Context: an optimization exercise on an open-source flow, tuned for small area, a short achievable clock period and few clock cycles. The choices shown serve that exercise and are no tape-out recipe.
At most, simulation tests tie the RTL to the original design; equivalence was not proved.
The RTL of run 7 was laid out without a check of its function.

==> flow/design.v (outline; a module is shown in full before it is edited, if it fits) <==
// module complex_unit: 186 lines
// module mul_step: 909 lines
module complex_unit (
    input  logic          cpu_clk_i,
    input  logic          rst_i,
    input  logic          flush_i,
    input  logic          cu_valid_i,
    input  logic [2:0]    cu_opcode_i,
    input  logic [31:0]   cu_operand1_i,
    input  logic [31:0]   cu_operand2_i,
    output logic          busy_o,
    output logic [31:0]   result_o,
    output logic          wb_valid_o
);
  // ...
==> flow/run.sh <==
#!/bin/bash
# synth_recipe.tcl (not shown) runs the flow's synth.tcl, then flattens the netlist and writes it again
# the make line also repeats each setting of config.mk as NAME=value (left out here)
make -C /OpenROAD-flow-scripts/flow DESIGN_CONFIG=/design/flow/config.mk WORK_HOME=/design/flow/orfs CLKGATE_MAP_FILE= SYNTH_SCRIPT=/design/flow/synth_recipe.tcl finish
==> flow/config.mk <==
export PLATFORM = sky130hd
export DESIGN_NAME = complex_unit
export DESIGN_NICKNAME = complex_unit
export VERILOG_FILES = /design/flow/design.v
export SDC_FILE = /design/flow/constraint.sdc
export NUM_CORES = 4
export LEC_CHECK = 0
export CAP_MARGIN = 20
export CORE_MARGIN = 2
export CORE_UTILIZATION = 50
export SLEW_MARGIN = 20
==> flow/constraint.sdc <==
create_clock -name core_clock -period 10.0 [get_ports {cpu_clk_i}]
set_input_delay 2.0000 -clock core_clock [delete_from_list [all_inputs] [get_ports {cpu_clk_i}]]
set_output_delay 2.0000 -clock core_clock [all_outputs]
set_load 0.01 [all_outputs]
==> summary.md, run 1 <==
| Metric | Value |
|---|---|
| Status | timing/DRC/antenna clean |
| Setup bufs post-CTS | 0 |
| Sequential cell area share | 0.1106 |
| Placed insts | 4135 |
| Number of antenna violations at the first check in global routing | 5 |
| FFs & Latches | 109 |
| Synth top area share | 0.1658 |
| Slew margin rel. | 0.1982 |
| Unique masters post-synth | 84 |
| Multi-In Gates | 2745 |
| Final Cell Area | 0.02888 mm2 |
| Routed Antenna Nets | 0 |
| Final number of setup-violating endpoints | 0 |
| Post-synth EDFFs | 101 |
| Met3 wire len | 11.23 mm |
| FF-to-FF Start | r_x[2] |
| Yosys warns | 1 |
| Final setup margin | 2.757 ns |
| Max incr delay on CP | 0.69 ns |
| Die width | 236.1 um |
| Clk buf depth | 2 |
| DIE HEIGHT | 236.1 um |
| Uppermost layer routed | met4 |
| Crit Path Class | reg -> out |
| Cell class with the largest area share | multi-input gates |
| Clock root cell | clkbuf_16 |
| Worst-path cell chain | buf_4 -> nor3b_1 -> o221ai_2 -> nor4_2 -> nand3_1 -> nor4_1 -> and3_1 -> and3_1 -> nand4_1 -> nor3_1 -> ha_1 -> nand2b_1 -> xnor2_1 -> a21oi_1 -> clkdlybuf4s50_1 |
| Place WS | 3.019 ns |
| Worst Hold Slack | 0.4898 ns |
| Post-synthesis share of cell area spent on and, or, nand and nor gates | 0.1874 |
| Leading area contributor after synthesis | fa_1 |
| RSZ-0062 raised after global routing | false |
| Num rows | 85 |
Testbench counts, summed over its fixed seeds: cycles 13,035.
==> inputs of run 2 (changes only) <==
--- a/flow/config.mk
+++ b/flow/config.mk
@@ -9,3 +9,4 @@
 export CORE_MARGIN = 2
 export CORE_UTILIZATION = 50
+export SETUP_SLACK_MARGIN = 4
 export SLEW_MARGIN = 20
==> run 2 against run 1 <==
Compared with the run above: global-route usage up 1.4 points; synthesized cell count unchanged; fmax up 18%; first-iteration DRC count up 11%.
==> summary.md, run 2 <==
| Metric | Value |
|---|---|
| Top cells by count, synth | 430 x inv_1, 336 x nand2_1, 291 x nor2_1 |
| Total gr overflow | 0 |
| Post-layout min period | 6.127 ns |
| First-pass GRT wire length | 174.2 mm |
| Yosys reg bits | 109 |
| Clock tree sinks | 109 |
| Final number of setup-violating endpoints | 0 (unchanged) |
| Most common cell after layout, fill and taps aside | inv_1 |
| FF-to-FF End | r_x[31] |
| Status | timing/DRC/antenna clean |
| DR vias | 28.27k |
| Final core utilization | 0.5788 |
| Starting Density | 0.5035 |
| FF-to-FF Start | r_x[1] |
| Setup Skew | 0.01556 ns |
| WP data arrival | 4.13 ns |
| Sequential cell area fraction in the yosys report | 0.1186 |
| Clk buf depth | 2 (unchanged) |
| Leading area contributor after synthesis | fa_1 |
| Post-synthesis share of cell area spent on and, or, nand and nor gates | 0.1874 (unchanged) |
| DRT Pass-1 Iters | 8 |
| Post-DR vias/cell | 6.598 |
| Area grow syn2layout | 14.96% |
| Fillcell total | 4991 |
| TritonCTS clock tree | built |
| Num CTS Buffers | 9 |
| I/O Buffers | 104 |
| # hold bufs at CTS | 0 |
| Commonest cells after routing, fill and taps aside | 419 x inv_1, 333 x nand2_1, 280 x nor2_1 |
| Cell count after synthesis | 3482 |
| RePlAce Congestion | 1.040 |
| Slew @ Worst Pin | 1.188 ns |
| Yosys warns | 1 (unchanged) |
| Final Hold Fails | 0 |
| DR iter-0 viols | 3645 |
| Slowest CP cell | clkdlybuf4s50_1 |
| Largest regs | r_p (33), r_x (33), r_q (32) |
| DP HPWL | 89.44 mm |
| Worst path most repeated cell | and3_4 |
| Critical Path RT | 8.00 ns |
| DRC Markers | 0 |
| Max frequency | 0.1632 GHz |
| CP endpoint | result_o[30] |
| DIE HEIGHT | 236.1 um (unchanged) |
| Reg2Reg Depth | 19 |
| Synth area leaders | fa_1 17%, edfxtp_1 11%, ha_1 9.2% |
| Die area | 0.05574 mm2 |
| Synth Area in Compound Gates | 0.2127 |
| WL per Instance | 27.79 um |
| Crit Path Class | reg -> out |
| Clock Latency Late Sink | 0.41 ns |
| H-tree depth | 3 |
| Worst-path cell chain | buf_12 -> buf_4 -> mux2i_2 -> nand2_1 -> nor4_4 -> and3_4 -> and3_4 -> nand4_1 -> nor3_2 -> ha_1 -> nand2b_1 -> xnor2_1 -> a21oi_1 -> clkdlybuf4s50_1 |
| R2r setup slk | 3.99 ns |
| Max incr delay on CP | 0.55 ns (-0.14 ns) |
| Num rows | 85 (unchanged) |
| Die width | 236.1 um (unchanged) |
| Core Footprint | 0.05350 mm2 |
| Number of global-route vias before repair | 27.25k |
| Number of antenna violations at the first check in global routing | 4 (-1) |
| Adder-cell share of the synthesized area | 0.2573 |
| Setup TNS | 0 ns |
| Cell with the most instances after synthesis | inv_1 |
| Max-cap violations | 0 |
| Synth top area share | 0.1658 (unchanged) |
| Post-Syn Area | 0.02693 mm2 |
| CP max FO | 13 |
| CP Capture Type | output port |
| Post-synth net total | 3973 |
| Ys async rst share | 0 |
| # nets final | 4073 |
| Mux share of post-synthesis cell area | 0.07428 |
| Critical path startpoint category | flop |
| Final WL | 119.1 mm |
| Synth Flop Type | edfxtp_1 |
| Routed Antenna Nets | 0 (unchanged) |
| Tot GR Track Use | 0.4181 |
| Clock root cell | clkbuf_16 |
| Unique masters post-synth | 84 (unchanged) |
| Post-Syn Area per Cell | 7.735 um2 |
| RSZ-0062 raised after global routing | true |
| Final Max Tran Viols | 0 |
| Worst-path clk slew | 0.09 ns |
| Main combinational cell family by area after synthesis | adder cells |
| Xor/xnor share of the synthesized area | 0.06211 |
| I/O pin cnt | 105 |
| Worst hold path class | reg -> reg |
| Share of cells above drive strength 1 | 0.1199 |
| Fin crit share | 0.6127 |
| Slew margin rel. | 0.1966 (-0.001578) |
| Largest net degree at the start of global routing | 70 |
| Post-synth EDFFs | 101 (unchanged) |
| Worst setup startpoint | r_hi |
run 2: cell families after synthesis:
family	after synthesis
xor+xnor	191
fa+ha+maj	420
simple gates	1064
compound gates	882
flops	109
buf+inv	628
mux	188
run 2: metal layers:
layer	track usage	routed length, um	up-vias
met2	0.6367	51170	1802
met3	0.08508	13110	403
met4	0.2635	9452	2
li1	-	-	12330
met5	0	14	-
met1	0.5434	45300	13730
run 2: metrics by stage:
| step | instance area [um2] | std cells | hold slack (ns) | worst slack [ns] |
|---|---|---|---|---|
| CTS | 30000 | 4236 | 0.4886 | 3.727 |
| global placement | 28560 | 4135 | 0.4649 | 3.047 |
| global route | 30960 | 4284 | 0.5271 | 3.763 |
| detailed placement | 28560 | 4135 | 0.4740 | 3.019 |
| finish | 30960 | 4284 | 0.4912 | 3.873 |
| floorplan | 26930 | 3482 | 0.4436 | 4.060 |
run 2: area by class of cell:
type,count,area (um2),area share
well taps,696,870.8,0.02812
clock buffers,10,250.2,0.008082
inverters,432,1637,0.05285
flip-flops and latches,109,3194,0.1032
clock inverters,6,53.80,0.001738
repair buffers,282,2629,0.08490
diodes,1,2.502,0.00008082
multi-input cells,2748,22330,0.7211
run 2: worst min-delay path by stage:
stage	from	end	depth (start not counted)
2_1_floorplan	r_cnt[3]	r_cnt[3]	2
3_3_place_gp	r_cnt[3]	r_cnt[3]	2
3_5_place_dp	r_cnt[3]	r_cnt[3]	2
4_1_cts	r_cnt[3]	r_cnt[3]	2
5_1_grt	r_cnt[3]	r_cnt[3]	2
6_report	r_cnt[3]	r_cnt[3]	2
run 2: what timing repair did:
action,in CTS,in global routing
setup endpoints to repair,98,92
gates cloned,6,1
resized for setup,117,140
setup buffers,79,46
pin swaps,14,32
run 2: worst max-delay path: cells and delay by family (launching register included):
family	cells	cell delay, ns
AO/OA/AOI/OAI	1	0.17
XOR/XNOR	1	0.07
adder cells (fa/ha/maj)	1	0.17
buffers and inverters	3	0.93
flip-flops	1	0.52
multiplexers	1	0.49
AND/OR/NAND/NOR	7	1.38
==> module complex_unit, before the edit <==
module complex_unit (
    input  logic          cpu_clk_i,
    input  logic          rst_i,
    input  logic          flush_i,
    input  logic          cu_valid_i,
    input  logic [2:0]    cu_opcode_i,
    input  logic [31:0]   cu_operand1_i,
    input  logic [31:0]   cu_operand2_i,
    output logic          busy_o,
    output logic [31:0]   result_o,
    output logic          wb_valid_o
);
    localparam logic [2:0] S_IDLE = 3'd0, S_MUL = 3'd1, S_NORM = 3'd2,
                           S_DIV = 3'd3, S_DONE = 3'd4;
    logic [2:0]  r_state;
    logic [32:0] r_p;       
    logic [31:0] r_q;       
    logic [32:0] r_x;       
    logic [4:0]  r_cnt;     
    logic        r_div;     
    logic        r_hi;      
    logic        r_neg;     
    function automatic logic [5:0] bitlen(input logic [31:0] v);
        bitlen = 6'd0;
        for (int i = 0; i < 32; i++)
            if (v[i]) bitlen = 6'(i + 1);
    endfunction
    function automatic logic [64:0] bk_add(input logic [63:0] a, input logic [63:0] b,
                                           input logic cin, input int w);
        logic [64:0] g, p, gg, pp;
        logic [64:0] r;
        g = '0; p = '0;
        g[0] = cin; p[0] = 1'b0;
        for (int i = 0; i < w; i++) begin
            g[i+1] = a[i] & b[i];
            p[i+1] = a[i] ^ b[i];
        end
        gg = g; pp = p;
        for (int d = 1; d <= 64; d = d * 2)
            for (int i = 2*d - 1; i <= w; i = i + 2*d) begin
                gg[i] = gg[i] | (pp[i] & gg[i-d]);
                pp[i] = pp[i] & pp[i-d];
            end
        for (int d = 32; d >= 1; d = d / 2)
            for (int i = 3*d - 1; i <= w; i = i + 2*d) begin
                gg[i] = gg[i] | (pp[i] & gg[i-d]);
                pp[i] = pp[i] & pp[i-d];
            end
        r = '0;
        for (int i = 0; i < w; i++) r[i] = p[i+1] ^ gg[i];
        r[w] = gg[w];
        bk_add = r;
    endfunction
    function automatic logic [1:0] bytelen(input logic [31:0] v, input logic s);
        logic [31:0] m;
        m = (s && v[31]) ? ~v : v;
        if (m[31:8] == 24'd0)       bytelen = 2'd0;
        else if (m[31:16] == 16'd0) bytelen = 2'd1;
        else if (m[31:24] == 8'd0)  bytelen = 2'd2;
        else                        bytelen = 2'd3;
    endfunction
    logic        w_busy, w_accept;
    logic        w_is_div, w_sa, w_sb, w_a_neg, w_b_neg, w_swap;
    logic [32:0] w_a_ext, w_b_ext, w_na, w_nb;
    logic [31:0] w_abs_a, w_abs_b;
    logic [32:0] w_mx;
    assign w_busy   = (r_state != S_IDLE) && (r_state != S_DONE);
    assign w_accept = !w_busy && cu_valid_i && !flush_i && !rst_i;
    assign w_is_div = cu_opcode_i[2];
    assign w_sa     = !(cu_opcode_i[0] && (cu_opcode_i[1] || cu_opcode_i[2]));
    assign w_sb     = cu_opcode_i[2] ? !cu_opcode_i[0] : !cu_opcode_i[1];
    assign w_a_neg  = w_sa && cu_operand1_i[31];
    assign w_b_neg  = w_sb && cu_operand2_i[31];
    assign w_a_ext  = {w_a_neg, cu_operand1_i};
    assign w_b_ext  = {w_b_neg, cu_operand2_i};
    logic [64:0] w_na_f, w_nb_f;
    assign w_na_f   = bk_add({31'd0, ~w_a_ext}, 64'd0, 1'b1, 33);
    assign w_nb_f   = bk_add({31'd0, ~w_b_ext}, 64'd0, 1'b1, 33);
    assign w_na     = w_na_f[32:0];
    assign w_nb     = w_nb_f[32:0];
    assign w_abs_a  = w_a_neg ? w_na[31:0] : cu_operand1_i;
    assign w_abs_b  = w_b_neg ? w_nb[31:0] : cu_operand2_i;
    assign w_swap   = bytelen(cu_operand1_i, w_sa) < bytelen(cu_operand2_i, w_sb);
    assign w_mx     = w_swap ? (w_a_neg ? w_nb : w_b_ext) : (w_b_neg ? w_na : w_a_ext);
    logic [40:0] w_prod;
    mul_step u_mul (.p(r_p), .x(r_x), .d(r_q[7:0]), .s(w_prod));
    logic w_mul_last;
    always_comb begin
        case (r_cnt[1:0])
            2'd0:    w_mul_last = (r_q[31:8] == 24'd0);
            2'd1:    w_mul_last = (r_q[23:8] == 16'd0);
            2'd2:    w_mul_last = (r_q[15:8] == 8'd0);
            default: w_mul_last = 1'b1;
        endcase
    end
    logic [5:0]  w_lp, w_lx, w_j;
    logic        w_x_zero, w_small;
    assign w_lp     = bitlen(r_p[31:0]);
    assign w_lx     = bitlen(r_x[31:0]);
    assign w_j      = w_lp - w_lx;
    assign w_x_zero = (r_x[31:0] == 32'd0);
    assign w_small  = (w_lp < w_lx);
    logic [34:0] w_ta, w_tb, w_tc;
    logic        w_a_ok, w_b_ok, w_c_ok, w_q1, w_q2;
    logic [31:0] w_r2;
    assign w_ta   = {3'b0, r_p[31:0]} - {2'b0, r_x};
    assign w_tb   = {3'b0, r_p[31:0]} - {3'b0, r_x[32:1]};
    assign w_tc   = {3'b0, r_p[31:0]} - {2'b0, r_x} - {3'b0, r_x[32:1]};
    assign w_a_ok = !w_ta[34];
    assign w_b_ok = !w_tb[34];
    assign w_c_ok = !w_tc[34];
    assign w_q1   = w_a_ok;
    assign w_q2   = w_a_ok ? w_c_ok : w_b_ok;
    always_comb begin
        case ({w_q1, w_q2})
            2'b11:   w_r2 = w_tc[31:0];
            2'b10:   w_r2 = w_ta[31:0];
            2'b01:   w_r2 = w_tb[31:0];
            default: w_r2 = r_p[31:0];
        endcase
    end
    always_ff @(posedge cpu_clk_i) begin
        if (rst_i || flush_i) begin
            r_state <= S_IDLE;
        end else if (w_accept) begin
            r_state <= w_is_div ? S_NORM : S_MUL;
        end else begin
            case (r_state)
                S_MUL:  if (w_mul_last) r_state <= S_DONE;
                S_NORM: if (w_x_zero || w_small) r_state <= S_DONE;
                        else r_state <= S_DIV;
                S_DIV:  if (r_cnt == 5'd0) r_state <= S_DONE;
                default: r_state <= S_IDLE;
            endcase
        end
    end
    always_ff @(posedge cpu_clk_i) begin
        if (w_accept) begin
            r_p   <= w_is_div ? {1'b0, w_abs_a} : 33'd0;
            r_x   <= w_is_div ? {1'b0, w_abs_b} : w_mx;
            r_q   <= w_is_div ? 32'd0 : (w_swap ? w_abs_a : w_abs_b);
            r_cnt <= 5'd0;
            r_div <= w_is_div;
            r_hi  <= w_is_div ? cu_opcode_i[1] : (cu_opcode_i[1:0] != 2'b00);
            r_neg <= cu_opcode_i[1] ? w_a_neg : (w_a_neg ^ w_b_neg);
        end else begin
            case (r_state)
                S_MUL: begin
                    r_p <= w_prod[40:8];
                    r_q <= {w_prod[7:0], r_q[31:8]};
                    if (!w_mul_last) r_cnt <= r_cnt + 5'd1;
                end
                S_NORM: begin
                    r_x   <= r_x << (w_j[4:0] | 5'd1);
                    r_cnt <= w_j[5:1];
                    if (w_x_zero) begin
                        r_q <= 32'hFFFF_FFFF;
                        if (!r_hi) r_neg <= 1'b0;
                    end
                end
                S_DIV: begin
                    r_p   <= {1'b0, w_r2};
                    r_q   <= {r_q[29:0], w_q1, w_q2};
                    r_x   <= {2'b0, r_x[32:2]};
                    r_cnt <= r_cnt - 5'd1;
                end
                default: ;
            endcase
        end
    end
    logic [1:0]  w_sh;
    logic [95:0] w_cat;
    logic [63:0] w_win;
    logic [31:0] w_mres, w_dsel, w_dres;
    assign w_sh   = ~r_cnt[1:0];
    assign w_cat  = {{32{r_p[32]}}, r_p[31:0], r_q};
    assign w_win  = r_hi ? w_cat[95:32] : w_cat[63:0];
    assign w_mres = 32'(w_win >> {w_sh, 3'b000});
    assign w_dsel = r_hi ? r_p[31:0] : r_q;
    logic [64:0] w_dneg;
    assign w_dneg = bk_add({32'd0, ~w_dsel}, 64'd0, 1'b1, 32);
    assign w_dres = r_neg ? w_dneg[31:0] : w_dsel;
    assign busy_o     = w_busy;
    assign wb_valid_o = (r_state == S_DONE) && !flush_i && !rst_i;
    assign result_o   = r_div ? w_dres : w_mres;
endmodule
==> inputs of run 3 (changes only) <==
--- a/flow/design.v
+++ b/flow/design.v
@@ -21,4 +21,5 @@
     logic        r_hi;      
     logic        r_neg;     
+    logic        r_rem;     
     function automatic logic [5:0] bitlen(input logic [31:0] v);
         bitlen = 6'd0;
@@ -144,4 +145,5 @@
             r_hi  <= w_is_div ? cu_opcode_i[1] : (cu_opcode_i[1:0] != 2'b00);
             r_neg <= cu_opcode_i[1] ? w_a_neg : (w_a_neg ^ w_b_neg);
+            r_rem <= cu_opcode_i[1];
         end else begin
             case (r_state)
@@ -156,5 +158,5 @@
                     if (w_x_zero) begin
                         r_q <= 32'hFFFF_FFFF;
-                        if (!r_hi) r_neg <= 1'b0;
+                        if (!r_rem) r_neg <= 1'b0;
                     end
                 end
@@ -177,8 +179,14 @@
     assign w_win  = r_hi ? w_cat[95:32] : w_cat[63:0];
     assign w_mres = 32'(w_win >> {w_sh, 3'b000});
-    assign w_dsel = r_hi ? r_p[31:0] : r_q;
-    logic [64:0] w_dneg;
-    assign w_dneg = bk_add({32'd0, ~w_dsel}, 64'd0, 1'b1, 32);
-    assign w_dres = r_neg ? w_dneg[31:0] : w_dsel;
+    logic [31:0] w_po;
+    assign w_dsel = r_rem ? r_p[31:0] : r_q;
+    always_comb begin
+        w_po = {w_dsel[30:0], 1'b0};
+        for (int l = 0; l < 5; l++)
+            for (int i = 0; i < 32; i++)
+                if ((i >> l) & 1)
+                    w_po[i] = w_po[i] | w_po[((i >> l) << l) - 1];
+    end
+    assign w_dres = w_dsel ^ ({32{r_neg}} & w_po);
     assign busy_o     = w_busy;
     assign wb_valid_o = (r_state == S_DONE) && !flush_i && !rst_i;
==> run 3 against run 2 <==
Compared with the run above: critical path depth rose by 2; clock-buffer cell count is 1 lower; first-iteration DRC count up 3.4%; area after synthesis rose by 0.92%; core utilization rose by 1.2 points; via count is 1.9% higher; worst setup slack got worse by 0.18 ns; fmax down 2.9%; clock skew is 0.0011 ns lower; critical endpoint is now r_x[30].
==> summary.md, run 3 <==
| Metric | Value |
|---|---|
| DRC Markers | 0 (unchanged) |
| Clock tree sinks | 110 (+0.92%) |
| Cell with the most instances after synthesis | inv_1 |
| Commonest cells after routing, fill and taps aside | 408 x inv_1, 314 x nand2_1, 246 x a21oi_1 |
| Slew margin rel. | 0.2336 (+0.03699) |
| DR iter-0 viols | 3768 (+3.4%) |
| Critical Path RT | 10.11 ns (+2.11 ns) |
| RePlAce Congestion | 1.018 (-2.2%) |
| Yosys warns | 1 (unchanged) |
| Core Footprint | 0.05381 mm2 (+0.60%) |
| Worst hold path class | reg -> reg |
| Critical path startpoint category | primary input |
| Starting Density | 0.5051 (+0.001595) |
| CP max FO | 4 (-9) |
| Share of cells above drive strength 1 | 0.1340 (+0.01415) |
| Synth top area share | 0.1642 (-0.001503) |
| Total gr overflow | 0 (unchanged) |
| TritonCTS clock tree | built |
| Final setup margin | 3.688 ns (-0.1847 ns) |
| Synth Flop Type | edfxtp_1 |
| Post-DR vias/cell | 6.616 (+0.27%) |
| Placement Cell Area | 0.02889 mm2 (+1.1%) |
| M3 GR Usage | 0.09012 (+0.005038) |
| Final number of setup-violating endpoints | 0 (unchanged) |
| Post-Syn Area | 0.02718 mm2 (+0.92%) |
| Cell count after synthesis | 3515 (+0.95%) |
| Fin crit share | 0.6312 (+0.01847) |
| I/O pin cnt | 105 (unchanged) |
| Tot GR Track Use | 0.4225 (+0.004337) |
| Final Hold Fails | 0 (unchanged) |
| RSZ-0062 raised after global routing | true |
| Post-synth net total | 3991 (+0.45%) |
| Status | timing/DRC/antenna clean |
| Met2 GRT Util | 0.6438 (+0.007040) |
| Most common cell after layout, fill and taps aside | inv_1 |
| Synth area leaders | fa_1 16%, edfxtp_1 11%, ha_1 8.4% |
| Final WL | 122.9 mm (+3.2%) |
| DR vias | 28.81k (+1.9%) |
| Yosys reg bits | 110 (+0.92%) |
| Final Cell Area | 0.03179 mm2 (+2.7%) |
| Clk buf depth | 2 (unchanged) |
| Clock Latency Late Sink | 0.39 ns (-0.02 ns) |
| Post-Syn Area per Cell | 7.733 um2 (about the same) |
| Final Max Tran Viols | 0 (unchanged) |
| CP Capture Type | flop |
| Area grow syn2layout | 16.95% |
| H-tree depth | 3 (unchanged) |
| Slew @ Worst Pin | 1.150 ns (-0.03875 ns) |
| Post-layout min period | 6.312 ns (+0.1847 ns) |
| Number of global-route vias before repair | 27.62k (+1.4%) |
| Die width | 237.2 um (+0.45%) |
| Max frequency | 0.1584 GHz (-2.9%) |
| Setup TNS | 0 ns (unchanged) |
| # nets final | 4127 (+1.3%) |
| Grt met1 use | 0.5303 (-0.01311) |
| DP HPWL | 91.19 mm (+2.0%) |
| DIE HEIGHT | 237.2 um (+0.45%) |
| Setup Skew | 0.01450 ns (-0.001065 ns) |
| Largest net degree at the start of global routing | 77 (+10%) |
| GRT Max-Usage Layer | met2 |
| Routed Antenna Nets | 0 (unchanged) |
| Post-synth EDFFs | 102 (+0.99%) |
| Place WS | 2.658 ns (-0.3607 ns) |
| Sequential cell area fraction in the yosys report | 0.1186 (about the same) |
| Top cells by count, synth | 421 x inv_1, 318 x nand2_1, 264 x a21oi_1 |
| Largest regs | r_p (33), r_x (33), r_q (32) |
| Ys async rst share | 0 (unchanged) |
| Clock root cell | clkbuf_16 |
| First-pass GRT wire length | 176.7 mm (+1.4%) |
| Num CTS Buffers | 9 (unchanged) |
| Max-cap violations | 0 (unchanged) |
| Die area | 0.05624 mm2 (+0.90%) |
| Worst Hold Slack | 0.5414 ns (+0.05024 ns) |
| Unique masters post-synth | 83 (-1.2%) |
| Worst-path clk slew | 0.09 ns (about the same) |
| Leading area contributor after synthesis | fa_1 |
| I/O Buffers | 104 (unchanged) |
| Crit Path Class | in -> reg |
| Number of antenna violations at the first check in global routing | 4 (unchanged) |
| WL per Instance | 28.22 um (+1.5%) |
| DRT Pass-1 Iters | 7 (-1) |
| Num rows | 85 (unchanged) |
| WP data arrival | 6.42 ns (+2.29 ns) |
[run 3: cell types whose count changed in the layout (fill, tap and decap cells not counted), moves of 24 or more]
cell      change
a21oi_1      +40
nor2_1       -38
buf_4        +33
a211oi_1     +26
a21o_1       +25
ha_1         -24
[run 3: cell type report]
type	count	area, um2
inverter	425	1619
clock buffer	9	225.2
sequential	110	3224
clock inverter	7	63.81
antenna	3	7.507
fill	4935	22030
timing repair buffer	339	3212
tap	696	870.8
multi-input combinational	2766	22560
[run 3: cell families after synthesis]
logic type,after synthesis,synth area share
buffers and inverters,643,0.08940
muxes,183,0.07002
adders and majority gates,405,0.2480
xor gates and xnor gates,214,0.06896
AOI/OAI and AO/OA,987,0.2350
DFF,110,0.1186
and+or+nand+nor,973,0.1700
[run 3: routing by layer]
| layer | wire length (um) | vias up |
|---|---|---|
| li1 | - | 12580 |
| met1 | 45650 | 13870 |
| met2 | 52600 | 1864 |
| met3 | 13010 | 493 |
| met4 | 11590 | 4 |
| met5 | 27 | - |
[run 3: critical path, cell delays in order]
cell,delay [ns]
dlygate4sd2_1,0.35
or4_4,0.48
nor2_4,0.14
nand2_2,0.06
or3_4,0.34
or3_4,0.34
or3_4,0.34
or3_4,0.34
or3_4,0.38
nor4b_4,0.29
ha_2,0.24
nor2_2,0.04
xnor2_1,0.23
o21ai_1,0.10
a222oi_1,0.50
o221ai_1,0.23
[run 3: final timing paths]
| path | slack [ns] | end | cells past startpoint | start |
|---|---|---|---|---|
| worst max-delay path | 3.69 | r_x[30] | 16 | cu_operand2_i[12] |
| worst min-delay path | 0.54 | r_cnt[3] | 2 | r_cnt[3] |
| worst max register to register | 4.01 | r_p[26] | 24 | r_q[3] |
| worst min register to register | 0.54 | r_cnt[3] | 2 | r_cnt[3] |
[run 3: repair_timing]
action                     in CTS  in global routing
pin swaps                      27                 72
buffers inserted               89                 64
gates resized for setup       149                159
setup endpoints to repair     104                 91
gates cloned                    4                  7
hold endpoints to repair        0                  0
hold buffers                    0                  0
[run 3: per-stage QoR]
stage / util / cells
2_1_floorplan: - / 3515
3_3_place_gp: 0.5368 / 4172
3_5_place_dp: 0.5368 / 4172
4_1_cts: 0.5656 / 4281
5_1_grt: 0.5905 / 4352
6_report: 0.5907 / 4355
Testbench counts of run 3, summed over its fixed seeds: cycles 13,035.
==> inputs of run 4 (changes only) <==
--- a/flow/config.mk
+++ b/flow/config.mk
@@ -8,5 +8,5 @@
 export CAP_MARGIN = 20
 export CORE_MARGIN = 2
-export CORE_UTILIZATION = 50
+export CORE_UTILIZATION = 40
 export SETUP_SLACK_MARGIN = 4
 export SLEW_MARGIN = 20
==> run 4 against run 3 <==
Compared with the run above: hold slack gained 0.0087 ns; still clean; global-route usage shrank 8.7 points; via count decreased by 2.2%; core utilization decreased by 13 points; sequential share of layout area increased by 0.22 points; critical path type unchanged; first-iteration DRC count increased by 4.6%; area after synthesis did not move; register-to-register slack improved by 0.04 ns.
==> summary.md, run 4 <==
| Metric | Value |
|---|---|
| Status | timing/DRC/antenna clean |
| I/O Buffers | 104 (unchanged) |
| RePlAce Congestion | 1.051 (+3.3%) |
| Sequential cell area fraction in the yosys report | 0.1186 (unchanged) |
| Clock root cell | clkbuf_16 |
| Share of cells above drive strength 1 | 0.1104 (-0.02363) |
| Clock Latency Late Sink | 0.40 ns (about the same) |
| Core Footprint | 0.06728 mm2 (+25%) |
| Unique masters post-synth | 83 (unchanged) |
| CP Capture Type | flop |
| Die area | 0.07005 mm2 (+25%) |
| Worst-path clk slew | 0.09 ns (about the same) |
| Post-Syn Area | 0.02718 mm2 (unchanged) |
| Tot GR Track Use | 0.3355 (-0.08695) |
| DRC Markers | 0 (unchanged) |
| Num rows | 95 (+12%) |
| DRT Pass-1 Iters | 6 (-1) |
| Post-layout min period | 5.961 ns (-0.3512 ns) |
| Final core utilization | 0.4624 (-0.1283) |
| Setup Skew | 0.01061 ns (-0.003893 ns) |
| Synth area leaders | fa_1 16%, edfxtp_1 11%, ha_1 8.4% |
| Most common cell after layout, fill and taps aside | inv_1 |
| Crit Path Class | in -> reg |
| Post-synth net total | 3991 (unchanged) |
| Worst-path cell chain | clkdlybuf4s50_1 -> o21a_1 -> nand2b_4 -> mux2i_1 -> nor3_1 -> o41ai_1 -> o21ai_1 -> nand2b_2 -> nand2_1 -> o21ai_0 -> a221oi_1 -> o221ai_1 |
| Fillcell total | 6845 (+39%) |
| Placed insts | 4336 (+3.9%) |
| Post-DR vias/cell | 6.291 (-4.9%) |
| Area grow syn2layout | 14.46% |
| R2r setup slk | 4.05 ns (+0.04 ns) |
| Clk buf depth | 2 (unchanged) |
| Largest net degree at the start of global routing | 78 (+1.3%) |
| Yosys warns | 1 (unchanged) |
| Largest regs | r_p (33), r_x (33), r_q (32) |
| RSZ-0062 raised after global routing | true |
| Commonest cells after routing, fill and taps aside | 410 x inv_1, 317 x nand2_1, 250 x a21oi_1 |
| Top cells by count, synth | 421 x inv_1, 318 x nand2_1, 264 x a21oi_1 |
| Setup TNS | 0 ns (unchanged) |
| CP max FO | 23 (+19) |
| DP HPWL | 90.26 mm (-1.0%) |
| Worst hold path class | reg -> reg |
| Clock tree sinks | 110 (unchanged) |
| WP data arrival | 6.08 ns (-0.34 ns) |
| Non-filler instance count after layout | 4478 (+2.8%) |
| Synth top area share | 0.1642 (unchanged) |
| Cell with the most instances after synthesis | inv_1 |
| Final Hold Fails | 0 (unchanged) |
| WL per Instance | 26.88 um (-4.7%) |
| Slew @ Worst Pin | 1.121 ns (-0.02876 ns) |
| Post-synth EDFFs | 102 (unchanged) |
| Max frequency | 0.1678 GHz (+5.9%) |
| Routed Antenna Nets | 0 (unchanged) |
| Leading area contributor after synthesis | fa_1 |
| Final number of setup-violating endpoints | 0 (unchanged) |
| Die width | 264.7 um (+12%) |
| Number of antenna violations at the first check in global routing | 7 (+3) |
| Fin crit share | 0.5961 (-0.03512) |
| Max incr delay on CP | 0.74 ns (+0.24 ns) |
| Crit path buf inv count | 1 (unchanged) |
| Worst Hold Slack | 0.5501 ns (+0.008650 ns) |
| I/O pin cnt | 105 (unchanged) |
| H-tree depth | 3 (unchanged) |
| Number of global-route vias before repair | 26.60k (-3.7%) |
| Family with the most delay on the worst path | compound AO/OA/AOI/OAI gates |
| TritonCTS clock tree | built |
| Critical Path RT | 10.12 ns (about the same) |
| # nets final | 4067 (-1.5%) |
| Starting Density | 0.4040 (-0.1011) |
| Final WL | 120.4 mm (-2.0%) |
| Total gr overflow | 0 (unchanged) |
| Max-cap violations | 0 (unchanged) |
| Ys async rst share | 0 (unchanged) |
| DIE HEIGHT | 264.7 um (+12%) |
| Slew margin rel. | 0.2500 (+0.01641) |
| Slowest CP cell | clkdlybuf4s50_1 |
| Synth Flop Type | edfxtp_1 |
| DR iter-0 viols | 3942 (+4.6%) |
| Post-Syn Area per Cell | 7.733 um2 (unchanged) |
| DR vias | 28.17k (-2.2%) |
| First-pass GRT wire length | 175.4 mm (-0.71%) |
| Yosys reg bits | 110 (unchanged) |
| Critical path startpoint category | primary input |
| Cell count after synthesis | 3515 (unchanged) |
| Num CTS Buffers | 9 (unchanged) |
| Final Max Tran Viols | 0 (unchanged) |
## run 4: layout make-up
class	instances	area [um2]	share of cell area
Multi-Input combinational cell	2766	22220	0.7141
Sequential cell	110	3224	0.1036
Timing Repair Buffer	279	2614	0.08402
Inverter	425	1630	0.05241
Tap cell	873	1092	0.03511
Clock buffer	12	279.0	0.008969
Clock inverter	4	32.53	0.001046
Antenna cell	9	22.52	0.0007239
## run 4: worst min-delay path: cells and delay by family, from the launching register on
family	cells	cell delay, ns
DFF	1	0.34
and+or+nand+nor	1	0.04
AOI/OAI and AO/OA	1	0.13
## run 4: what timing repair did
item	CTS	global route
setup buffers	87	24
hold endpoints to repair	0	0
hold buffers	0	0
gates cloned	3	3
resized for setup	103	140
endpoints found under the setup margin	105	98
pin swaps	20	37
## run 4: kinds of logic (layout without fill, tap and decap cells)
kind of cell    after synthesis  count (layout)  share of synthesized area
compound gates              987             987                     0.2350
other cells                   0               9                          0
mux                         183             183                    0.07002
simple gates                973             977                     0.1700
buf+inv                     643             720                    0.08940
xor+xnor                    214             214                    0.06896
flops                       110             110                     0.1186
fa+ha+maj                   405             405                     0.2480
## run 4: stage by stage
stage / area [um2] / setup slack [ns]
after floorplan: 27180 / 4.104
after global placement: 29010 / 2.955
final: 31110 / 4.039
after detailed placement: 29010 / 2.854
after CTS: 30410 / 3.935
after global routing: 31090 / 3.832
## run 4: layer usage
metal / global-route usage / vias up / part of all wire / routed length [um]
li1: - / 12470 / - / -
met1: 0.4296 / 13500 / 0.39 / 46470
met2: 0.5063 / 1781 / 0.42 / 50740
met3: 0.08611 / 409 / 0.11 / 13650
met4: 0.2074 / 2 / 0.079 / 9508
met5: 0 / - / 0.00011 / 13
## run 4: worst paths after layout
check | from | endpoint | depth (start not counted)
worst max-delay path | cu_opcode_i[1] | r_x[23] | 12
worst min-delay path | r_cnt[3] | r_cnt[3] | 2
worst max register to register | r_q[2] | r_p[26] | 21
worst min register to register | r_cnt[3] | r_cnt[3] | 2
==> inputs of run 5 (changes only) <==
--- a/flow/design.v
+++ b/flow/design.v
@@ -84,4 +84,11 @@
     assign w_swap   = bytelen(cu_operand1_i, w_sa) < bytelen(cu_operand2_i, w_sb);
     assign w_mx     = w_swap ? (w_a_neg ? w_nb : w_b_ext) : (w_b_neg ? w_na : w_a_ext);
+    function automatic logic [3:0] nlen(input logic [31:0] v);
+        nlen = 4'd0;
+        for (int i = 0; i < 8; i++)
+            if (v[4*i +: 4] != 4'd0) nlen = 4'(i + 1);
+    endfunction
+    logic w_q0;
+    assign w_q0 = nlen(w_abs_a) < nlen(w_abs_b);
     logic [40:0] w_prod;
     mul_step u_mul (.p(r_p), .x(r_x), .d(r_q[7:0]), .s(w_prod));
@@ -125,5 +132,5 @@
             r_state <= S_IDLE;
         end else if (w_accept) begin
-            r_state <= w_is_div ? S_NORM : S_MUL;
+            r_state <= !w_is_div ? S_MUL : (w_q0 ? S_DONE : S_NORM);
         end else begin
             case (r_state)
--- a/flow/config.mk
+++ b/flow/config.mk
@@ -9,4 +9,4 @@
 export CORE_MARGIN = 2
 export CORE_UTILIZATION = 40
-export SETUP_SLACK_MARGIN = 4
+export SETUP_SLACK_MARGIN = 3.5
 export SLEW_MARGIN = 20
==> run 5 against run 4 <==
Compared with the run above: die area is 2.6% higher; sequential share of layout area hardly changed; design area is 0.17% lower; area after synthesis is 2.7% higher; critical endpoint is now r_state[1]; largest cell class unchanged.
==> summary.md, run 5 <==
| Metric | Value |
|---|---|
| Number of global-route vias before repair | 26.93k (+1.3%) |
| Largest net degree at the start of global routing | 77 (-1.3%) |
| Commonest cells after routing, fill and taps aside | 432 x inv_1, 316 x nor2_1, 303 x nand2_1 |
| DRC Markers | 0 (unchanged) |
| Core Footprint | 0.06883 mm2 (+2.3%) |
| Leading area contributor after synthesis | fa_1 |
| Max frequency | 0.1533 GHz (-8.6%) |
| CP Capture Type | flop |
| Post-synth EDFFs | 102 (unchanged) |
| Sequential cell area fraction in the yosys report | 0.1155 (-0.003079) |
| Synth area leaders | fa_1 16%, edfxtp_1 11%, ha_1 8.3% |
| DR vias | 28.70k (+1.9%) |
| Slew margin rel. | 0.2685 (+0.01851) |
| DR iter-0 viols | 3798 (-3.7%) |
| Max-cap violations | 0 (unchanged) |
| Synth top area share | 0.1600 (-0.004264) |
| Die area | 0.07189 mm2 (+2.6%) |
| Clock Latency Late Sink | 0.38 ns (-0.02 ns) |
| Final core utilization | 0.4512 (-0.01119) |
| Cells on Worst Hold Path | 2 (unchanged) |
| R2r setup slk | 3.63 ns (-0.42 ns) |
| I/O pin cnt | 105 (unchanged) |
| Ys async rst share | 0 (unchanged) |
| RePlAce Congestion | 1.066 (+1.4%) |
| Final number of setup-violating endpoints | 0 (unchanged) |
| First-pass GRT wire length | 177.2 mm (+1.0%) |
| DP HPWL | 93.94 mm (+4.1%) |
| Worst-path clk slew | 0.09 ns (about the same) |
| Final WL | 121.3 mm (+0.71%) |
| Total gr overflow | 0 (unchanged) |
| Post-Syn Area | 0.02790 mm2 (+2.7%) |
| Fillcell total | 7054 (+3.1%) |
| Setup Skew | 0.01657 ns (+0.005962 ns) |
| RSZ-0062 raised after global routing | true |
| Final Max Tran Viols | 0 (unchanged) |
| Worst hold path class | reg -> reg |
| Number of antenna violations at the first check in global routing | 5 (-2) |
| Fin crit share | 0.6522 (+0.05612) |
| DRT Pass-1 Iters | 8 (+2) |
| Clock root cell | clkbuf_16 |
| Num CTS Buffers | 9 (unchanged) |
| Post-layout min period | 6.522 ns (+0.5612 ns) |
| Critical path startpoint category | primary input |
| WL per Instance | 26.17 um (-2.7%) |
| Setup TNS | 0 ns (unchanged) |
| Cell count after synthesis | 3656 (+4.0%) |
| Area grow syn2layout | 11.29% |
| Critical Path RT | 10.27 ns (+0.15 ns) |
| Yosys reg bits | 110 (unchanged) |
| WP data arrival | 6.79 ns (+0.71 ns) |
| Num rows | 96 (+1.1%) |
| Crit Path Class | in -> reg |
| Status | timing/DRC/antenna clean |
| Yosys warns | 1 (unchanged) |
| Starting Density | 0.4054 (+0.001433) |
| Post-DR vias/cell | 6.194 (-1.5%) |
| # hold bufs at CTS | 0 (unchanged) |
| # nets final | 4176 (+2.7%) |
| I/O Buffers | 104 (unchanged) |
| CP max FO | 4 (-83%) |
| Synth Flop Type | edfxtp_1 |
| Die width | 268.1 um (+1.3%) |
| H-tree depth | 3 (unchanged) |
| Clock tree sinks | 110 (unchanged) |
| Largest regs | r_p (33), r_x (33), r_q (32) |
| DIE HEIGHT | 268.1 um (+1.3%) |
| Slew @ Worst Pin | 1.089 ns (-0.03145 ns) |
| TritonCTS clock tree | built |
| Top cells by count, synth | 435 x inv_1, 318 x nor2_1, 307 x nand2_1 |
| Routed Antenna Nets | 0 (unchanged) |
| Reg2Reg Depth | 21 (unchanged) |
| Cell with the most instances after synthesis | inv_1 |
| Clk buf depth | 2 (unchanged) |
| Post-synth net total | 4135 (+3.6%) |
| Share of cells above drive strength 1 | 0.08050 (-0.02990) |
| Tot GR Track Use | 0.3332 (-0.002263) |
| Final Hold Fails | 0 (unchanged) |
| Unique masters post-synth | 80 (-3.6%) |
| Post-Syn Area per Cell | 7.632 um2 (-1.3%) |
| Most common cell after layout, fill and taps aside | inv_1 |
## run 5: changes by cell type after synthesis, sizes merged, moves of 13 or more
cell	change
nor2	+61
a21oi	+25
mux2i	-25
nor3	+23
buf	+21
a31oi	+19
clkbuf	-15
and3	+14
inv	+14
xor2	-13
## run 5: layout make-up
cell class | count | area (um2) | share of cell area
sequential | 110 | 3226 | 0.1039
antenna | 1 | 2.502 | 0.00008058
multi-input combinational | 2884 | 22470 | 0.7235
tap | 931 | 1165 | 0.03751
timing repair buffer | 254 | 2252 | 0.07252
clock inverter | 6 | 63.81 | 0.002055
clock buffer | 10 | 229.0 | 0.007373
inverter | 438 | 1648 | 0.05306
## run 5: final timing paths
path / startpoint / end
hold / removal: r_cnt[3] / r_cnt[3]
hold reg to reg: r_cnt[3] / r_cnt[3]
setup reg to reg: r_q[4] / r_p[20]
setup / recovery: cu_operand1_i[0] / r_state[1]
## run 5: metrics by stage
step / std cells / cell area (um2) / setup slack [ns] / hold slack [ns]
after floorplan: 3656 / 27900 / 3.765 / 0.4782
after global placement: 4541 / 29870 / 2.679 / 0.5143
after detailed placement: 4542 / 29900 / 2.592 / 0.5231
after CTS: 4610 / 30660 / 3.390 / 0.5415
after global routing: 4633 / 31050 / 3.411 / 0.5579
final: 4634 / 31060 / 3.478 / 0.5550
## run 5: timing repair
item	CTS	global route
gates resized for setup	18	51
pin swaps	7	10
buffers inserted	52	22
setup endpoints to repair	47	45
## run 5: metal layers
metal / routed length [um] / global-route usage / up-vias
li1: - / - / 12880
met1: 48230 / 0.4387 / 13790
met2: 50760 / 0.4934 / 1669
met3: 14030 / 0.08962 / 369
met4: 8233 / 0.1865 / 0
met5: 0 / 0 / -
## run 5: cells by family after synthesis
| family | Yosys count | share of synthesized area |
|---|---|---|
| adders and majority gates | 408 | 0.2429 |
| muxes | 157 | 0.06206 |
| xor gates and xnor gates | 207 | 0.06497 |
| buffers and inverters | 662 | 0.09053 |
| DFF | 110 | 0.1155 |
| AOI/OAI and AO/OA | 1026 | 0.2385 |
| and+or+nand+nor | 1086 | 0.1855 |
## run 5: worst max-delay path, cell delays in order
cell             delay (ns)
clkdlybuf4s50_1        0.68
nor3_1                 0.51
and4_1                 0.34
nand4_1                0.16
nand4b_1               0.43
nor3_1                 0.30
ha_1                   0.21
nor2_1                 0.06
xnor2_1                0.50
nand4b_1               0.44
a31oi_1                0.29
ha_1                   0.27
a21o_1                 0.21
a2111oi_4              0.30
nor2_1                 0.08
Testbench counts of run 5, summed over its fixed seeds: cycles 12,772.
==> inputs of run 6 (changes only) <==
--- a/flow/config.mk
+++ b/flow/config.mk
@@ -9,4 +9,4 @@
 export CORE_MARGIN = 2
 export CORE_UTILIZATION = 40
-export SETUP_SLACK_MARGIN = 3.5
+export SETUP_SLACK_MARGIN = 4
 export SLEW_MARGIN = 20
==> run 6 against run 5 <==
Compared with the run above: still clean on timing, DRC and antenna; clock-buffer cell count stayed put; register-to-register slack better by 0.47 ns; routed wire length is 2.1% higher; critical path depth is 5 higher; core utilization is 1.8 points higher; sequential cell count stayed put; final cell count is 1.7% higher; area after synthesis stayed put; critical path type unchanged; largest cell class unchanged; highest routed layer is now met5.
==> summary.md, run 6 <==
| Metric | Value |
|---|---|
| Worst-path clk slew | 0.09 ns (about the same) |
| # nets final | 4253 (+1.8%) |
| Synth area leaders | fa_1 16%, edfxtp_1 11%, ha_1 8.3% |
| Post-Syn Area | 0.02790 mm2 (unchanged) |
| Largest net degree at the start of global routing | 77 (unchanged) |
| Met2 GRT Util | 0.4923 (-0.001117) |
| Synth Flop Type | edfxtp_1 |
| TritonCTS clock tree | built |
| Num CTS Buffers | 9 (unchanged) |
| Max-cap violations | 0 (unchanged) |
| DRT Pass-1 Iters | 12 (+4) |
| Core Footprint | 0.06883 mm2 (unchanged) |
| Post-DR vias/cell | 6.244 (+0.81%) |
| Commonest cells after routing, fill and taps aside | 429 x inv_1, 312 x nor2_1, 300 x nand2_1 |
| Fillcell total | 6883 (-2.4%) |
| WP data arrival | 6.52 ns (-0.27 ns) |
| Final WL | 123.7 mm (+2.1%) |
| Setup Skew | 0.01755 ns (+0.0009813 ns) |
| M3 GR Usage | 0.07596 (-0.01365) |
| Clock Latency Late Sink | 0.39 ns (about the same) |
| Final number of setup-violating endpoints | 0 (unchanged) |
| Final Max Tran Viols | 0 (unchanged) |
| Unique masters post-synth | 80 (unchanged) |
| Leading area contributor after synthesis | fa_1 |
| Number of global-route vias before repair | 27.40k (+1.7%) |
| DP HPWL | 93.45 mm (-0.53%) |
| Synth top area share | 0.1600 (unchanged) |
| I/O pin cnt | 105 (unchanged) |
| Starting Density | 0.4054 (unchanged) |
| Slowest CP cell | or4_4 |
| Total gr overflow | 0 (unchanged) |
| Clock tree sinks | 110 (unchanged) |
| Crit Path Class | in -> reg |
| DRC Markers | 0 (unchanged) |
| WL per Instance | 26.26 um (+0.36%) |
| RSZ-0062 raised after global routing | true |
| Share of cells above drive strength 1 | 0.1188 (+0.03832) |
| Register area | 0.003226 mm2 (unchanged) |
| Max incr delay on CP | 0.53 ns (-0.15 ns) |
| Sequential cell area fraction in the yosys report | 0.1155 (unchanged) |
| DR vias | 29.42k (+2.5%) |
| Final Hold Fails | 0 (unchanged) |
| Fin crit share | 0.6247 (-0.02747) |
| DIE HEIGHT | 268.1 um (unchanged) |
| Die area | 0.07189 mm2 (unchanged) |
| Cell count after synthesis | 3656 (unchanged) |
| Post-synth EDFFs | 102 (unchanged) |
| Final core utilization | 0.4695 (+0.01825) |
| RePlAce Congestion | 1.064 (-0.18%) |
| Cell with the most instances after synthesis | inv_1 |
| Slew @ Worst Pin | 1.260 ns (+0.1702 ns) |
| Area grow syn2layout | 15.80% |
| Clk buf depth | 2 (unchanged) |
| Clock root cell | clkbuf_16 |
| First-pass GRT wire length | 178.5 mm (+0.75%) |
| Critical path startpoint category | primary input |
| Yosys reg bits | 110 (unchanged) |
| Num rows | 96 (unchanged) |
| Slew margin rel. | 0.1594 (-0.1092) |
| I/O Buffers | 104 (unchanged) |
| Routed Antenna Nets | 0 (unchanged) |
| Most common cell after layout, fill and taps aside | inv_1 |
| Yosys warns | 1 (unchanged) |
| Grt met1 use | 0.4496 (+0.01091) |
| Tot GR Track Use | 0.3347 (+0.001426) |
| Largest regs | r_p (33), r_x (33), r_q (32) |
| H-tree depth | 3 (unchanged) |
| GRT Max-Usage Layer | met2 |
| Critical Path RT | 10.28 ns (about the same) |
| Worst-path cell chain | buf_8 -> nor3_4 -> nor3b_4 -> nand2_2 -> nor3_4 -> nand3_2 -> or3_4 -> or3_4 -> or3_4 -> or4_4 -> nor3_4 -> and2_4 -> ha_4 -> a21oi_4 -> nand4_1 -> a21o_1 -> ha_1 -> a21o_1 -> a2111oi_4 -> nor2_1 |
| DR iter-0 viols | 4084 (+7.5%) |
| Status | timing/DRC/antenna clean |
| Ys async rst share | 0 (unchanged) |
| Max frequency | 0.1601 GHz (+4.4%) |
| Area of the multi-input gates | 0.02301 mm2 (+2.4%) |
| Setup TNS | 0 ns (unchanged) |
| Post-layout min period | 6.247 ns (-0.2747 ns) |
| CP Capture Type | flop |
| Die width | 268.1 um (unchanged) |
| Top cells by count, synth | 435 x inv_1, 318 x nor2_1, 307 x nand2_1 |
| CP max FO | 3 (-1) |
| Worst hold path class | reg -> reg |
| Number of antenna violations at the first check in global routing | 5 (unchanged) |
| Post-synth net total | 4135 (unchanged) |
| Post-Syn Area per Cell | 7.632 um2 (unchanged) |
## run 6: worst max-delay path: cells and delay by family
family	cells	cell delay (ns)
AO/OA/AOI/OAI	4	0.96
adder cells (fa/ha/maj)	2	0.49
buffers and inverters	1	0.10
AND/OR/NAND/NOR	13	2.96
## run 6: timing repair
item | 4_1_cts | 5_1_grt
pin swaps | 22 | 61
hold buffers | 0 | 0
gates resized for setup | 86 | 145
cloned | 1 | 7
endpoints found under the setup margin | 85 | 81
setup buffers | 89 | 53
## run 6: final cells by class
type                    count  share of cell area
clock inverters             6            0.001936
multi-input cells        2889              0.7121
diodes                      2           0.0001549
repair buffers            326             0.09127
well taps                 931             0.03605
clock buffers              10            0.007396
flip-flops and latches    110             0.09983
inverters                 438             0.05131
## run 6: metal layers
| metal | vias to the layer above | wire length, um |
|---|---|---|
| li1 | 13040 | - |
| met1 | 14130 | 49210 |
| met2 | 1874 | 51140 |
| met3 | 371 | 14500 |
| met4 | 4 | 8856 |
| met5 | - | 24 |
## run 6: stage by stage
step,hold WS [ns],area (um2),std cells,worst slack [ns]
floorplan,0.4782,27920,3656,3.881
global placement,0.5289,29900,4543,2.785
detailed placement,0.5235,29900,4543,2.777
CTS,0.5363,31150,4649,3.606
global route,0.5611,32310,4710,3.577
finish,0.5412,32310,4712,3.753
## run 6: final timing paths
path         slack, ns         end              from  cells past startpoint
max               3.75  r_state[1]  cu_operand2_i[2]                     20
min reg2reg       0.54    r_cnt[3]          r_cnt[3]                      2
min               0.54    r_cnt[3]          r_cnt[3]                      2
max reg2reg       4.10     r_p[31]            r_x[5]                     22
## run 6: kinds of logic after synthesis
logic type,share of synthesized area
and+or+nand+nor,0.1855
adders and majority gates,0.2429
DFF,0.1155
buffers and inverters,0.09053
muxes,0.06206
xor gates and xnor gates,0.06497
AOI/OAI and AO/OA,0.2385
==> inputs of run 7 (changes only) <==
--- a/flow/design.v
+++ b/flow/design.v
@@ -109,23 +109,13 @@
     assign w_x_zero = (r_x[31:0] == 32'd0);
     assign w_small  = (w_lp < w_lx);
-    logic [34:0] w_ta, w_tb, w_tc;
-    logic        w_a_ok, w_b_ok, w_c_ok, w_q1, w_q2;
-    logic [31:0] w_r2;
-    assign w_ta   = {3'b0, r_p[31:0]} - {2'b0, r_x};
-    assign w_tb   = {3'b0, r_p[31:0]} - {3'b0, r_x[32:1]};
-    assign w_tc   = {3'b0, r_p[31:0]} - {2'b0, r_x} - {3'b0, r_x[32:1]};
-    assign w_a_ok = !w_ta[34];
-    assign w_b_ok = !w_tb[34];
-    assign w_c_ok = !w_tc[34];
-    assign w_q1   = w_a_ok;
-    assign w_q2   = w_a_ok ? w_c_ok : w_b_ok;
-    always_comb begin
-        case ({w_q1, w_q2})
-            2'b11:   w_r2 = w_tc[31:0];
-            2'b10:   w_r2 = w_ta[31:0];
-            2'b01:   w_r2 = w_tb[31:0];
-            default: w_r2 = r_p[31:0];
-        endcase
-    end
+    logic [64:0] w_t1f, w_t2f;
+    logic [31:0] w_r1, w_r2;
+    logic        w_q1, w_q2;
+    assign w_t1f = bk_add({32'd0, r_p[31:0]}, {31'd0, ~r_x}, 1'b1, 33);
+    assign w_q1  = w_t1f[33];
+    assign w_r1  = w_q1 ? w_t1f[31:0] : r_p[31:0];
+    assign w_t2f = bk_add({32'd0, w_r1}, {32'd0, ~r_x[32:1]}, 1'b1, 32);
+    assign w_q2  = w_t2f[32];
+    assign w_r2  = w_q2 ? w_t2f[31:0] : w_r1;
     always_ff @(posedge cpu_clk_i) begin
         if (rst_i || flush_i) begin
==> run 7 against run 6 <==
Compared with the run above: fmax decreased by 1.5%; core utilization is 0.44 points lower; highest routed layer is now met4; sequential share of layout area rose by 0.58 points; final cell count shrank 7.9%; via count shrank 9.9%; synthesized cell count shrank 7.4%; non-clock buffer count down 25; first-iteration DRC count decreased by 27%.
==> summary.md, run 7 <==
| Metric | Value |
|---|---|
| Status | timing/DRC/antenna clean |
| Final Hold Fails | 0 (unchanged) |
| Die width | 261.4 um (-2.5%) |
| # diodes | 0 (-2) |
| Cell count after synthesis | 3384 (-7.4%) |
| Worst path most repeated cell | buf_6 |
| Largest net degree at the start of global routing | 73 (-5.2%) |
| Max frequency | 0.1576 GHz (-1.5%) |
| Final Max Tran Viols | 0 (unchanged) |
| Placed insts | 4184 (-7.9%) |
| Slew @ Worst Pin | 1.093 ns (-0.1664 ns) |
| DP HPWL | 81.36 mm (-13%) |
| Critical Path RT | 10.11 ns (-0.17 ns) |
| Worst hold path class | reg -> reg |
| Final core utilization | 0.4651 (-0.004404) |
| Sequential cell area fraction in the yosys report | 0.1216 (+0.006130) |
| RePlAce Congestion | 1.010 (-5.1%) |
| CP max FO | 5 (+2) |
| Yosys warns | 1 (unchanged) |
| Leading area contributor after synthesis | fa_1 |
| DRT Pass-1 Iters | 6 (-6) |
| Number of global-route vias before repair | 24.76k (-9.6%) |
| DIE HEIGHT | 261.4 um (-2.5%) |
| Fin crit share | 0.6345 (+0.009734) |
| Setup TNS | 0 ns (unchanged) |
| Cell with the most instances after synthesis | inv_1 |
| Post-Syn Area | 0.02650 mm2 (-5.0%) |
| DR iter-0 viols | 2984 (-27%) |
| H-tree depth | 3 (unchanged) |
| RSZ-0062 raised after global routing | true |
| Post-synth EDFFs | 102 (unchanged) |
| Critical path startpoint category | flop |
| Synth top area share | 0.1896 (+0.02965) |
| Max-cap violations | 0 (unchanged) |
| Routed Antenna Nets | 0 (unchanged) |
| Post-synth net total | 3858 (-6.7%) |
| Slowest CP cell | fa_4 |
| Place WS | 2.341 ns (-0.4354 ns) |
| Total gr overflow | 0 (unchanged) |
| WL per Instance | 24.95 um (-5.0%) |
| Worst-path clk slew | 0.10 ns (about the same) |
| Core Footprint | 0.06563 mm2 (-4.6%) |
| I/O pin cnt | 105 (unchanged) |
| Clk buf depth | 2 (unchanged) |
| Clock root cell | clkbuf_16 |
| Die area | 0.06832 mm2 (-5.0%) |
| Crit Path Class | reg -> reg |
| Num CTS Buffers | 9 (unchanged) |
| # nets final | 3947 (-7.2%) |
| Tot GR Track Use | 0.3103 (-0.02433) |
| TritonCTS clock tree | built |
| Share of cells above drive strength 1 | 0.1277 (+0.008845) |
| Crit path buf inv count | 7 (+6) |
| CP Capture Type | flop |
| DR vias | 26.50k (-9.9%) |
| Ys async rst share | 0 (unchanged) |
| Synth Flop Type | edfxtp_1 |
| Starting Density | 0.4038 (-0.001672) |
| Commonest cells after routing, fill and taps aside | 398 x inv_1, 310 x nand2_1, 282 x nor2_1 |
| Unique masters post-synth | 99 (+24%) |
| Final number of setup-violating endpoints | 0 (unchanged) |
| Family with the most delay on the worst path | compound AO/OA/AOI/OAI gates |
| Setup Skew | 0.01433 ns (-0.003217 ns) |
| Largest regs | r_p (33), r_x (33), r_q (32) |
| Top cells by count, synth | 415 x inv_1, 315 x nand2_1, 288 x nor2_1 |
| Max incr delay on CP | 0.55 ns (+0.02 ns) |
| Yosys reg bits | 110 (unchanged) |
| Most common cell after layout, fill and taps aside | inv_1 |
| Final WL | 108.4 mm (-12%) |
| Clock tree sinks | 110 (unchanged) |
| Post-DR vias/cell | 6.103 (-2.3%) |
| Synth area leaders | fa_1 19%, edfxtp_1 12%, ha_1 7.2% |
| I/O Buffers | 104 (unchanged) |
| Post-Syn Area per Cell | 7.830 um2 (+2.6%) |
| Area grow syn2layout | 15.19% |
| DRC Markers | 0 (unchanged) |
| Worst Hold Slack | 0.4815 ns (-0.05971 ns) |
| Number of antenna violations at the first check in global routing | 1 (-4) |
| Num rows | 94 (-2.1%) |
| Final setup margin | 3.655 ns (-0.09734 ns) |
| Clock Latency Late Sink | 0.41 ns (+0.02 ns) |
| WP data arrival | 6.46 ns (-0.06 ns) |
| Post-layout min period | 6.345 ns (+0.09734 ns) |
| Non-filler instance count after layout | 4342 (-7.9%) |
| Slew margin rel. | 0.2712 (+0.1119) |
| First-pass GRT wire length | 158.9 mm (-11%) |
-- run 7: timing repair --
item,4_1_cts,5_1_grt
resized for setup,133,119
cloned,2,2
buffers inserted,81,57
setup endpoints to repair,82,83
pin swaps,34,55
hold buffers,0,0
-- run 7: kinds of logic (layout without fill, tap and decap cells) --
family | Yosys count | count (layout) | share of synthesized area
XOR/XNOR | 163 | 163 | 0.05388
AO/OA/AOI/OAI | 880 | 880 | 0.2153
multiplexers | 168 | 168 | 0.06969
flip-flops | 110 | 110 | 0.1216
buffers and inverters | 644 | 736 | 0.09477
AND/OR/NAND/NOR | 1016 | 1018 | 0.1833
adder cells (fa/ha/maj) | 403 | 403 | 0.2614
-- run 7: final timing paths --
check | start | to | slack (ns) | depth (start not counted)
worst max-delay path | r_x[5] | r_p[11] | 3.66 | 28
worst min-delay path | r_cnt[3] | r_cnt[3] | 0.48 | 2
worst max register to register | r_x[5] | r_p[11] | 3.66 | 28
worst min register to register | r_cnt[3] | r_cnt[3] | 0.48 | 2
-- run 7: final cells by class --
| type | count | area (um2) |
|---|---|---|
| Inverter | 419 | 1593 |
| Clock inverter | 7 | 101.3 |
| Clock buffer | 9 | 225.2 |
| Sequential cell | 110 | 3224 |
| Tap cell | 864 | 1081 |
| Multi-Input combinational cell | 2632 | 21610 |
| Fill cell | 6552 | 35110 |
| Timing Repair Buffer | 301 | 2684 |
-- run 7: per-layer routing --
layer | track usage | wire [um] | vias up
met3 | 0.06388 | 11650 | 259
li1 | - | - | 11880
met5 | 0 | 0 | -
met2 | 0.4550 | 44990 | 1473
met1 | 0.4256 | 44490 | 12880
met4 | 0.1725 | 7221 | 0
-- run 7: worst reg2reg max path: cells and delay by family (launching register included) --
kind	cells	cell delay (ns)
compound gates	15	2.95
fa+ha+maj	3	1.05
buf+inv	7	0.97
flops	1	0.45
mux	1	0.33
simple gates	2	0.29
-- run 7: stage by stage --
step | area, um2
floorplan | 26550
CTS | 29530
global route | 30520
detailed placement | 28200
global placement | 28200
finish | 30520

==> static timing again, ports no longer ideal <==
Ports are ideal in the flow. The routed layouts listed here were re-timed in OpenROAD. Step 1: set_driving_cell puts a clkbuf_16 on cpu_clk_i and a buf_2 on each other input, an assumption about the parent block. Step 2, shift: input delay + t, output delay - t, t = (earliest + latest rising clock arrival at the registers) / 2. This alone moves slack from input paths to output paths. Three values: ideal, step 1, step 2; two values: the first two.
| run | t, ns | slack for setup (ns) | hold slack, ns |
|---|---|---|---|
| run 1 | 0.459 | 2.757 / 2.699 / 2.802 | 0.490 / 0.490 / 0.490 |
| run 2 | 0.460 | 3.873 / 3.815 / 3.454 | 0.491 / 0.491 / 0.491 |
| run 3 | 0.442 | 3.688 / 3.722 / 3.280 | 0.541 / 0.541 / 0.541 |
| run 4 | 0.464 | 4.039 / 4.050 / 3.615 | 0.550 / 0.550 / 0.550 |
| run 5 | 0.431 | 3.478 / 3.514 / 3.083 | 0.555 / 0.555 / 0.555 |
| run 6 | 0.442 | 3.753 / 3.777 / 3.335 | 0.541 / 0.541 / 0.541 |
| run 7 | 0.453 | 3.655 / 3.655 / 3.541 | 0.482 / 0.482 / 0.482 |
After both steps setup and hold are still met in every run listed. The setup slack of run 4, which loses most, moves by +0.011 ns with the drivers and by -0.424 ns with both steps.
